This is an optimization exercise on Yosys and OpenROAD, whose aim is small area, not a production implementation. Only simulation tests tie the RTL to the original design; equivalence was not proved. Power figures rest on the tool's default switching activity, not on a simulated workload.

Setup of v35:
==> flow/design.v (excerpt) <==
module btb_predictor (
    input  logic        clk,
    input  logic        reset_n,
    input  logic        lk_valid,
    input  logic [15:0] lk_pc,
    output logic        lk_ready,
    output logic        pred_taken,
    output logic [15:0] pred_target,
    input  logic        rs_valid,
    input  logic        rs_taken,
    input  logic [15:0] rs_target,
    output logic        mispredict,
    output logic        mp_target,
    output logic [15:0] redirect_pc,
    output logic        rs_orphan
);
    localparam int ENTRIES = 64;
    localparam int DEPTH   = 4;
    logic [ENTRIES-1:0] tbl_ctr1;                  
    logic [ENTRIES-1:0] tbl_tgt0;                  
    logic [ENTRIES-1:0] tbl_ctr0;                  
    logic [3:0]         tbl_tag    [0:ENTRIES-1];
    logic [15:1]        tbl_target [0:ENTRIES-1];
    logic [15:0] q_pc    [0:DEPTH-1];
    logic        q_pt    [0:DEPTH-1];
    logic [15:0] q_ptgt  [0:DEPTH-1];
    logic        q_hit   [0:DEPTH-1];    
    logic        q_ctr0  [0:DEPTH-1];    
    logic [2:0]  wr_ptr, rd_ptr;
    logic q_empty, q_full;
    assign q_empty = (wr_ptr == rd_ptr);
    assign q_full  = (wr_ptr[1:0] == rd_ptr[1:0]) & (wr_ptr[2] != rd_ptr[2]);
    logic [15:0] h_pc, h_ptgt;
    logic        h_pt, h_hit;
    logic [1:0]  h_ctr;
    assign h_pc   = q_pc[rd_ptr[1:0]];
  ...
clock: 10.0 ns
lec_check: 0
cap_margin: 20
core_margin: 2
core_utilization: 62
cts_buf_list: sky130_fd_sc_hd__clkbuf_8
cts_cluster_diameter: 120
cts_cluster_size: 15
place_density: 0.75
setup_slack_margin: 0
slew_margin: 20
synth_hierarchical: 1
synth_minimum_keep_size: 0
standard.sh (not shown) runs the stock make flow with config.mk's settings and CLKGATE_MAP_FILE= SYNTH_SCRIPT=/design/flow/synth_recipe.tcl, a recipe that flattens the netlist after the stock synthesis.
==> flow/flow/run.sh <==
#!/bin/bash
# Layout flow: the standard flow (standard.sh) for every step, with two changes:
#  * clock tree synthesis without dummy loads, clkbuf_8 leaf buffers, clusters of 15 sinks;
#  * port buffers use sky130_fd_sc_hd__buf_1 (every input and output port still gets one).
# The whole output of the flow goes to flow_standard.log in the work folder; ORFS's own
# per-step logs are under orfs/logs/.
set -euo pipefail
CTS="-sink_clustering_enable -repair_clock_nets -dont_use_dummy_load"
CTS="$CTS -buf_list sky130_fd_sc_hd__clkbuf_8 -sink_clustering_size 15 -sink_clustering_max_diameter 120"
bash standard.sh "CTS_ARGS=$CTS" "BUFFER_PORTS_ARGS=-buffer_cell sky130_fd_sc_hd__buf_1" finish \
    > flow_standard.log 2>&1
## Diff of input files: v21 against v35
# v35
export LEC_CHECK = 0
export CAP_MARGIN = 20
export CORE_MARGIN = 2
export CORE_UTILIZATION = 62
export CTS_BUF_LIST = sky130_fd_sc_hd__clkbuf_8
export CTS_CLUSTER_DIAMETER = 120
export CTS_CLUSTER_SIZE = 15
export PLACE_DENSITY = 0.75
export SETUP_SLACK_MARGIN = 0
export SLEW_MARGIN = 20
export SYNTH_HIERARCHICAL = 1
export SYNTH_MINIMUM_KEEP_SIZE = 0
create_clock -name core_clock -period 10.0 [get_ports {clk}]
# v21
export LEC_CHECK = 0
export CAP_MARGIN = 20
export CORE_MARGIN = 2
export CORE_UTILIZATION = 50
export CTS_BUF_LIST = sky130_fd_sc_hd__clkbuf_8
export CTS_CLUSTER_DIAMETER = 120
export CTS_CLUSTER_SIZE = 15
export PLACE_DENSITY = 0.65
export SETUP_SLACK_MARGIN = 0
export SLEW_MARGIN = 20
export SYNTH_HIERARCHICAL = 1
export SYNTH_MINIMUM_KEEP_SIZE = 0
create_clock -name core_clock -period 10.0 [get_ports {clk}]
Results
- v21 against v35: tap cell count went up about 26%, setup slack went up 150 ps, average routed wire per standard cell decreased by 3.0% relative to the old numbers.
- Any difference in total power density per cell area between v35 and v21 is small enough to ignore.
- When v21 is set beside v35, its via density per instance turns out to be 0.53 smaller.
- Relative slew slack deteriorates in v21 relative to v35.
- Note that the pin count of the biggest net entering global routing recorded for v21 amounts to 0.848 times the value seen in v35.
- Of the two values seen for uppermost layer routed, met4 was produced by v21 and met5 by v35.
- Against v35 as the reference, v21 delivers a higher combinational power share.
- Compared to v35, v21 has share of power burned in registers 0.4 points lower.

---

btb_predictor, a different RTL version from the one above (not shown whole).
For scale: about 3100 cells after synthesis, ~1600 flip-flops, roughly 0.057 mm2 of cells after synthesis.
==> flow/config.mk <==
export PLATFORM = sky130hd
export DESIGN_NAME = btb_predictor
export DESIGN_NICKNAME = btb_predictor
export VERILOG_FILES = /design/flow/design.v
export SDC_FILE = /design/flow/constraint.sdc
export NUM_CORES = 4
export LEC_CHECK = 0
export CAP_MARGIN = 20
export CORE_MARGIN = 2
export CORE_UTILIZATION = 50
export CTS_BUF_LIST = sky130_fd_sc_hd__clkbuf_8
export CTS_CLUSTER_DIAMETER = 120
export CTS_CLUSTER_SIZE = 15
export PLACE_DENSITY = 0.65
export SETUP_SLACK_MARGIN = 0
export SLEW_MARGIN = 20
export SYNTH_HIERARCHICAL = 1
export SYNTH_MINIMUM_KEEP_SIZE = 0
==> flow/constraint.sdc <==
create_clock -name core_clock -period 10.0 [get_ports {clk}]
set_input_delay 2.0000 -clock core_clock [delete_from_list [all_inputs] [get_ports {clk}]]
set_output_delay 2.0000 -clock core_clock [all_outputs]
set_load 0.01 [all_outputs]
Scripts as last shown in full above: flow/flow/run.sh
The starting point finished clean.
Rerun with:
==> flow/run.sh (new file) <==
#!/bin/bash
# synth_recipe.tcl (not shown) runs the flow's synth.tcl, then flattens the netlist and writes it again
# the make line also repeats each setting of config.mk as NAME=value (left out here)
make -C /OpenROAD-flow-scripts/flow DESIGN_CONFIG=/design/flow/config.mk WORK_HOME=/design/flow/orfs CLKGATE_MAP_FILE= SYNTH_SCRIPT=/design/flow/synth_recipe.tcl finish
Settings changed: CTS_BUF_LIST sky130_fd_sc_hd__clkbuf_8 to sky130_fd_sc_hd__clkbuf_8 sky130_fd_sc_hd__clkbuf_16, CTS_CLUSTER_DIAMETER 120 to 50, CTS_CLUSTER_SIZE 15 to 20.
removed: flow/flow/run.sh
removed: flow/standard.sh
Final area grows by 5.2%. Clock skew shrinks by 36 ps. Synthesized area stays the same. Total power grows by about 16%. Global-route usage shrinks by 1.4 points. Die area does not change. Wire length shrinks by 4.9%. Cell count grows by about 2.3%. Setup slack is worse by 400 ps.

---

## the reference run
btb_predictor again, from the RTL that the note above started with.
Design btb_predictor, start of the top module:
module btb_predictor (
    input  logic        clk,
    input  logic        reset_n,
    input  logic        lk_valid,
    input  logic [15:0] lk_pc,
    output logic        lk_ready,
    output logic        pred_taken,
    output logic [15:0] pred_target,
    input  logic        rs_valid,
    input  logic        rs_taken,
    input  logic [15:0] rs_target,
    output logic        mispredict,
    output logic        mp_target,
    output logic [15:0] redirect_pc,
    output logic        rs_orphan
);
    localparam int ENTRIES = 64;
    localparam int DEPTH   = 4;
    logic [ENTRIES-1:0] tbl_ctr1;                  
    logic [ENTRIES-1:0] tbl_tgt0;                  
    logic [ENTRIES-1:0] tbl_ctr0;                  
    logic [3:0]         tbl_tag    [0:ENTRIES-1];
    logic [15:1]        tbl_target [0:ENTRIES-1];
    logic [15:0] q_pc    [0:DEPTH-1];
    logic        q_pt    [0:DEPTH-1];
    logic [15:0] q_ptgt  [0:DEPTH-1];
    logic        q_hit   [0:DEPTH-1];    
    logic        q_ctr0  [0:DEPTH-1];    
    logic [2:0]  wr_ptr, rd_ptr;
    logic q_empty, q_full;
    assign q_empty = (wr_ptr == rd_ptr);
    assign q_full  = (wr_ptr[1:0] == rd_ptr[1:0]) & (wr_ptr[2] != rd_ptr[2]);
    logic [15:0] h_pc, h_ptgt;
    logic        h_pt, h_hit;
    logic [1:0]  h_ctr;
    assign h_pc   = q_pc[rd_ptr[1:0]];
    assign h_pt   = q_pt[rd_ptr[1:0]];
    assign h_ptgt = q_ptgt[rd_ptr[1:0]];
    assign h_hit  = q_hit[rd_ptr[1:0]];
    assign h_ctr  = {h_pt, q_ctr0[rd_ptr[1:0]]};
    logic fire, tgt_wrong, mispredict_i, ctr_we, tgt_we, t0_we, t0_new;
    logic [1:0] ctr_new;
    assign fire         = rs_valid & ~q_empty;
    assign tgt_wrong    = h_pt & rs_taken & (h_ptgt != rs_target);
    assign mispredict_i = fire & ((h_pt != rs_taken) | tgt_wrong);
    assign tgt_we       = fire & rs_taken;
    assign ctr_we       = fire & (rs_taken | h_hit);
  ...
export LEC_CHECK = 0
export CAP_MARGIN = 20
export CORE_MARGIN = 2
export CORE_UTILIZATION = 50
export CTS_BUF_LIST = sky130_fd_sc_hd__clkbuf_8
export CTS_CLUSTER_DIAMETER = 120
export CTS_CLUSTER_SIZE = 15
export PLACE_DENSITY = 0.65
export SETUP_SLACK_MARGIN = 0
export SLEW_MARGIN = 20
export SYNTH_HIERARCHICAL = 1
export SYNTH_MINIMUM_KEEP_SIZE = 0
create_clock -name core_clock -period 10.0 [get_ports {clk}]
run.sh (not shown) runs the stock make flow with config.mk's settings and CLKGATE_MAP_FILE= SYNTH_SCRIPT=/design/flow/synth_recipe.tcl, a recipe that flattens the netlist after the stock synthesis.
Stock flow here: none of the scripts above is used.
> inputs changed (the reference run -> the trial run)
-- flow/config.mk --
<<< the reference run, line 10
export CORE_UTILIZATION = 50
export CTS_BUF_LIST = sky130_fd_sc_hd__clkbuf_8
export CTS_CLUSTER_DIAMETER = 120
export CTS_CLUSTER_SIZE = 15
export PLACE_DENSITY = 0.65
>>> the trial run, line 10
export CORE_UTILIZATION = 50
export CTS_BUF_LIST = sky130_fd_sc_hd__clkbuf_16
export CTS_CLUSTER_DIAMETER = 60
export CTS_CLUSTER_SIZE = 30
export PLACE_DENSITY = 0.65
==> comparison <==
Having completed the whole flow, the reference run delivered a layout that passed the timing, design-rule and antenna checks. Every stage of the flow completed for the trial run, and the final layout passed the timing, design-rule and antenna checks. Higher utilization after layout goes to the trial run over the reference run. Cmp the reference run and the trial run / total non-filler cell area in the finished layout / higher: the trial run. Max setup slack across the reference run and the trial run: the trial run.

---

old:
btb_predictor, a different RTL version from the one above (not shown whole).
For scale: roughly 74 I/O pins, about 57000 µm² of cells after synthesis.
Design btb_predictor, start of the top module:
module btb_predictor (
    input  logic        clk,
    input  logic        reset_n,
    input  logic        lk_valid,
    input  logic [15:0] lk_pc,
    output logic        lk_ready,
    output logic        pred_taken,
    output logic [15:0] pred_target,
    input  logic        rs_valid,
    input  logic        rs_taken,
    input  logic [15:0] rs_target,
    output logic        mispredict,
    output logic        mp_target,
    output logic [15:0] redirect_pc,
    output logic        rs_orphan
);
export LEC_CHECK = 0
export CAP_MARGIN = 20
export CORE_MARGIN = 2
export CORE_UTILIZATION = 72
export CTS_BUF_LIST = sky130_fd_sc_hd__clkbuf_8
export CTS_CLUSTER_DIAMETER = 100
export CTS_CLUSTER_SIZE = 16
export PLACE_DENSITY = 0.82
export SETUP_SLACK_MARGIN = 0
export SLEW_MARGIN = 20
export SYNTH_HIERARCHICAL = 1
export SYNTH_MINIMUM_KEEP_SIZE = 0
create_clock -name core_clock -period 10.0 [get_ports {clk}]
standard.sh (not shown) runs the stock make flow with config.mk's settings and CLKGATE_MAP_FILE= SYNTH_SCRIPT=/design/flow/synth_recipe.tcl, a recipe that flattens the netlist after the stock synthesis.
==> flow/flow/run.sh <==
#!/bin/bash
# Layout flow: the standard flow (standard.sh) for every step, with two changes:
#  * clock tree synthesis without dummy loads, clkbuf_8 leaf buffers, clusters of 16 sinks;
#  * port buffers use sky130_fd_sc_hd__buf_1 (every input and output port still gets one).
# The whole output of the flow goes to flow_standard.log in the work folder; ORFS's own
# per-step logs are under orfs/logs/.
set -euo pipefail
CTS="-sink_clustering_enable -repair_clock_nets -dont_use_dummy_load"
CTS="$CTS -buf_list sky130_fd_sc_hd__clkbuf_8 -sink_clustering_size 16 -sink_clustering_max_diameter 100"
bash standard.sh "CTS_ARGS=$CTS" "BUFFER_PORTS_ARGS=-buffer_cell sky130_fd_sc_hd__buf_1" finish \
    > flow_standard.log 2>&1
old did not stop at any stage, and its layout met the timing, design-rule and antenna checks.
Input-level comparison between new and old:
Settings: a change of CORE_UTILIZATION from 72 to 62; a change of PLACE_DENSITY from 0.82 to 0.75.
==> notes.md <==
- Against old, new comes in 17% higher on total core area.
- Looking only at global-route met3 utilization, and setting everything else aside, the lower value of old and new goes to new.
- Higher core utilization among old and new: old

---

Another version of the RTL of btb_predictor (not shown whole).
Size in the first run: ~2900 cells after synthesis, ~1600 flip-flops, about 74 I/O pins, ~0.057 mm^2 of cells after synthesis.
==> flow/config.mk <==
export PLATFORM = sky130hd
export DESIGN_NAME = btb_predictor
export DESIGN_NICKNAME = btb_predictor
export VERILOG_FILES = /design/flow/design.v
export SDC_FILE = /design/flow/constraint.sdc
export NUM_CORES = 4
export LEC_CHECK = 0
export CAP_MARGIN = 20
export CORE_MARGIN = 2
export CORE_UTILIZATION = 62
export CTS_BUF_LIST = sky130_fd_sc_hd__clkbuf_8
export CTS_CLUSTER_DIAMETER = 100
export CTS_CLUSTER_SIZE = 16
export PLACE_DENSITY = 0.75
export SETUP_SLACK_MARGIN = 0
export SLEW_MARGIN = 20
export SYNTH_HIERARCHICAL = 1
export SYNTH_MINIMUM_KEEP_SIZE = 0
==> flow/constraint.sdc <==
create_clock -name core_clock -period 10.0 [get_ports {clk}]
set_input_delay 2.0000 -clock core_clock [delete_from_list [all_inputs] [get_ports {clk}]]
set_output_delay 2.0000 -clock core_clock [all_outputs]
set_load 0.01 [all_outputs]
Scripts as last shown in full above: flow/flow/run.sh
Change:
==> flow/flow/run.sh (replaced) <==
#!/bin/bash
# Layout flow: the standard flow (standard.sh) for every step, with two changes:
#  * clock tree synthesis without dummy loads, clkbuf_8 leaf buffers, clusters of 15 sinks;
#  * port buffers use sky130_fd_sc_hd__buf_1 (every input and output port still gets one).
# The whole output of the flow goes to flow_standard.log in the work folder; ORFS's own
# per-step logs are under orfs/logs/.
set -euo pipefail
CTS="-sink_clustering_enable -repair_clock_nets -dont_use_dummy_load"
CTS="$CTS -buf_list sky130_fd_sc_hd__clkbuf_8 -sink_clustering_size 15 -sink_clustering_max_diameter 120"
bash standard.sh "CTS_ARGS=$CTS" "BUFFER_PORTS_ARGS=-buffer_cell sky130_fd_sc_hd__buf_1" finish \
    > flow_standard.log 2>&1
CORE_UTILIZATION = 50   (was 62)
CTS_CLUSTER_DIAMETER = 120   (was 100)
CTS_CLUSTER_SIZE = 15   (was 16)
PLACE_DENSITY = 0.65   (was 0.75)
What happened: The new run finished with timing, DRC and antenna clean. Via count barely changes. Wire length climbs by a few percent. Power went up slightly. Hold slack barely changes. First-iteration DRC count shrinks by about a fifth. Cell area came out higher slightly. Setup slack gets better by 120 ps. Clock power is higher by a few percent. Sequential share of layout area goes down by 0.76 points. Cell count climbs by a little under a tenth. Sequential power is about the same.
Change:
CORE_UTILIZATION = 62   (was 50)
PLACE_DENSITY = 0.75   (was 0.65)
Outcome: Power went down by about 0.6%; core utilization rises by 12 points; die area shrinks by about 20%; critical path depth came out lower by 1; synthesized area is unchanged; setup slack is worse by 39 ps; first-iteration DRC count climbs by 23%; sequential cell count stays the same; design area fell by 0.90%.

-- re-timing with driven ports --
In the flow no input, the clock included, has a driving cell. The finished layouts below were timed again as built, in two steps. Step 1, drivers: a clkbuf_16 drives clk and a buf_2 each remaining input, both assumed. Step 2 moves the port delays by t, midway between the first and last clock arrival at a register: inputs arrive t later, outputs are due t later. That takes back most of the time a late clock gives input paths. Slacks: no drivers / after step 1 / after step 2; pairs: no drivers / after step 1.
run | t, ns | setup slack, ns | worst setup path at the end | slew at the worst register clock pin (ns)
v35 | 0.855 | 0.699 / 0.618 / 0.618 | input to output | 0.11 / 0.11
v21 | 0.854 | 0.853 / 0.824 / 0.824 | input to output | 0.10 / 0.10
the first run of note 2 | 0.854 | 0.836 / 0.807 / 0.807 | input to output | 0.11 / 0.11
the second run of note 2 | 0.800 | 0.437 / 0.412 / 0.412 | input to output | 0.08 / 0.08
the reference run | 0.876 | 0.348 / 0.323 / 0.323 | input to output | 0.11 / 0.11
the trial run | 0.778 | 0.358 / 0.333 / 0.333 | input to output | 0.11 / 0.11
old | 0.802 | 0.692 / 0.620 / 0.620 | input to output | 0.11 / 0.11
new | 0.871 | 0.447 / 0.364 / 0.364 | input to output | 0.11 / 0.11
the first run of note 5 | 0.830 | 0.462 / 0.414 / 0.414 | input to output | 0.11 / 0.11
the second run of note 5 | 0.865 | 0.583 / 0.507 / 0.507 | input to output | 0.11 / 0.11
the third run of note 5 | 0.855 | 0.544 / 0.519 / 0.519 | input to output | 0.11 / 0.11
After both steps every run listed still meets setup and hold. The setup slack of new, which loses most, moves by -0.083 ns with the drivers and by -0.083 ns with both steps.
